What follows belongs to an exercise in optimizing a design on an open flow for small area; a production flow would make more cautious choices. The RTL was checked by simulation tests, not by an equivalence proof against the original design. No activity file was given, so power comes from the tool's default toggle rates.

==> flow/design.v (excerpt) <==
module level_loader #(
  parameter int N_GROUND = 16,
  parameter int N_FENCE  = 16,
  parameter int N_SPIKE  = 6
) (
  input  logic                      Clk,
  input  logic                      reset_n,
  input  logic                      load_req,
  input  logic [2:0]                level_id,
  input  logic                      frame_start,
  output logic                      rom_en,
  output logic [8:0]                rom_addr,
  input  logic [28:0]               rom_data,
  output logic                      busy,
  output logic                      done,
  output logic [N_GROUND-1:0][28:0] info_ground,
  output logic [N_FENCE-1:0][28:0]  info_fence,
  output logic [N_SPIKE-1:0][20:0]  info_spince,
  output logic [1:0][9:0]           info_exit
);
==> flow/config.mk <==
export PLATFORM = sky130hd
export DESIGN_NAME = level_loader
export DESIGN_NICKNAME = level_loader
export VERILOG_FILES = /design/flow/design.v
export SDC_FILE = /design/flow/constraint.sdc
export NUM_CORES = 4
export LEC_CHECK = 0
export CAP_MARGIN = 20
export CORE_MARGIN = 2
export CORE_UTILIZATION = 65
export CTS_BUF_LIST = sky130_fd_sc_hd__clkbuf_4 sky130_fd_sc_hd__clkbuf_8
export SLEW_MARGIN = 20
==> flow/constraint.sdc <==
create_clock -name core_clock -period 5.0 [get_ports {Clk}]
set_input_delay 1.0000 -clock core_clock [delete_from_list [all_inputs] [get_ports {Clk}]]
set_output_delay 1.0000 -clock core_clock [all_outputs]
set_load 0.01 [all_outputs]
standard.sh (not shown) runs the stock make flow with config.mk's settings and CLKGATE_MAP_FILE= SYNTH_SCRIPT=/design/flow/synth_recipe.tcl, a recipe that flattens the netlist after the stock synthesis.
==> flow/flow/run.sh <==
#!/bin/bash
# The standard ORFS layout (the standard.sh), with two changes:
#  - port buffers use the smallest buffer cell (buf_1) instead of the flow's default pick;
#  - CTS uses small clock buffers with bounded sink clusters and no dummy loads.
set -euo pipefail
export BUFFER_PORTS_ARGS="-buffer_cell sky130_fd_sc_hd__buf_1"
export CTS_ARGS="-sink_clustering_enable -repair_clock_nets -dont_use_dummy_load -buf_list {sky130_fd_sc_hd__clkbuf_8} -sink_clustering_size 16 -sink_clustering_max_diameter 60"
bash standard.sh finish > standard.log 2>&1
The first run went through all stages and came out clean.
Next try:
--- a/flow/flow/run.sh
+++ b/flow/flow/run.sh
@@ -5,4 +5,4 @@
 set -euo pipefail
 export BUFFER_PORTS_ARGS="-buffer_cell sky130_fd_sc_hd__buf_1"
-export CTS_ARGS="-sink_clustering_enable -repair_clock_nets -dont_use_dummy_load -buf_list {sky130_fd_sc_hd__clkbuf_8} -sink_clustering_size 16 -sink_clustering_max_diameter 60"
+export CTS_ARGS="-sink_clustering_enable -repair_clock_nets -dont_use_dummy_load -buf_list {sky130_fd_sc_hd__clkbuf_4} -sink_clustering_size 10 -sink_clustering_max_diameter 50"
 bash standard.sh finish > standard.log 2>&1
- CORE_UTILIZATION: 65 -> 80
After rerunning: With this change the flow ended with an error in 3_2_place_iop, error PPL-0024. Synthesized cell count stays the same. Area after synthesis stays the same.
Next try:
==> flow/run.sh (new file) <==
#!/bin/bash
# synth_recipe.tcl (not shown) runs the flow's synth.tcl, then flattens the netlist and writes it again
# the make line also repeats each setting of config.mk as NAME=value (left out here)
make -C /OpenROAD-flow-scripts/flow DESIGN_CONFIG=/design/flow/config.mk WORK_HOME=/design/flow/orfs CLKGATE_MAP_FILE= SYNTH_SCRIPT=/design/flow/synth_recipe.tcl finish
- CORE_UTILIZATION: 80 -> 65
removed: flow/flow/run.sh
removed: flow/standard.sh
The new run produced a clean layout; area after synthesis stays the same; synthesized cell count is unchanged.
Next try:
==> flow/flow/run.sh (new file) <==
#!/bin/bash
# The standard ORFS layout (the standard.sh), with two changes:
#  - port buffers use the smallest buffer cell (buf_1) instead of the flow's default pick;
#  - CTS uses small clock buffers with bounded sink clusters and no dummy loads.
set -euo pipefail
export BUFFER_PORTS_ARGS="-buffer_cell sky130_fd_sc_hd__buf_1"
export CTS_ARGS="-sink_clustering_enable -repair_clock_nets -dont_use_dummy_load -buf_list {sky130_fd_sc_hd__clkbuf_4} -sink_clustering_size 10 -sink_clustering_max_diameter 50"
bash standard.sh finish > standard.log 2>&1
==> flow/standard.sh (new file) <==
#!/bin/bash
# synth_recipe.tcl (not shown) runs the flow's synth.tcl, then flattens the netlist and writes it again
# the make line also repeats each setting of config.mk as NAME=value (left out here)
make -C /OpenROAD-flow-scripts/flow DESIGN_CONFIG=/design/flow/config.mk WORK_HOME=/design/flow/orfs CLKGATE_MAP_FILE= SYNTH_SCRIPT=/design/flow/synth_recipe.tcl "${@:-finish}"
- CORE_ASPECT_RATIO: not set -> 0.5
- CORE_UTILIZATION: 65 -> 70
removed: flow/run.sh
Result: The new run went through all stages and came out clean; power goes down by 19%; synthesized area is unchanged; sequential power fell by about 3%; core utilization went down by 6.0 points; critical path depth is unchanged; routed wire length is lower by 11%; die area decreases by 6.9%.
Next try:
- CORE_ASPECT_RATIO: 0.5 -> not set
- CORE_UTILIZATION: 70 -> 65
What happened: Setup slack gets worse by 0.38 ns; power rises by 0.68%; utilization falls by 5.3 points; sequential share of layout area falls by 0.15 points; count of clock-buffer cells in the layout rises by 1; cell area barely changes; maximum frequency falls by 8.4%; area after synthesis stays the same; die area rises by 7.4%.

[static timing again, ports no longer ideal]
In the flow no input, the clock included, has a driving cell. The finished layouts below were timed again as built, in two steps. Step 1 assumes that a clkbuf_16 drives the clock port and a buf_2 every other input. Step 2 times the ports against the registers' clock, not the clock port: input delays grow and output delays shrink by t, the midpoint of the rising clock arrivals with the driver on. a / b / c = ideal / step 1 / step 2; a / b = the first two.
run	shift t [ns]	setup WS [ns]	worst slew at a driven data input, ns
the first run	0.951	0.763 / 0.678 / 1.629	0.23
the third run	1.038	0.523 / 0.440 / 1.478	0.25
the fourth run	1.286	0.820 / 0.735 / 1.898	0.10
the fifth run	1.259	0.435 / 0.351 / 1.610	0.24
After both steps every run listed still meets setup and hold.
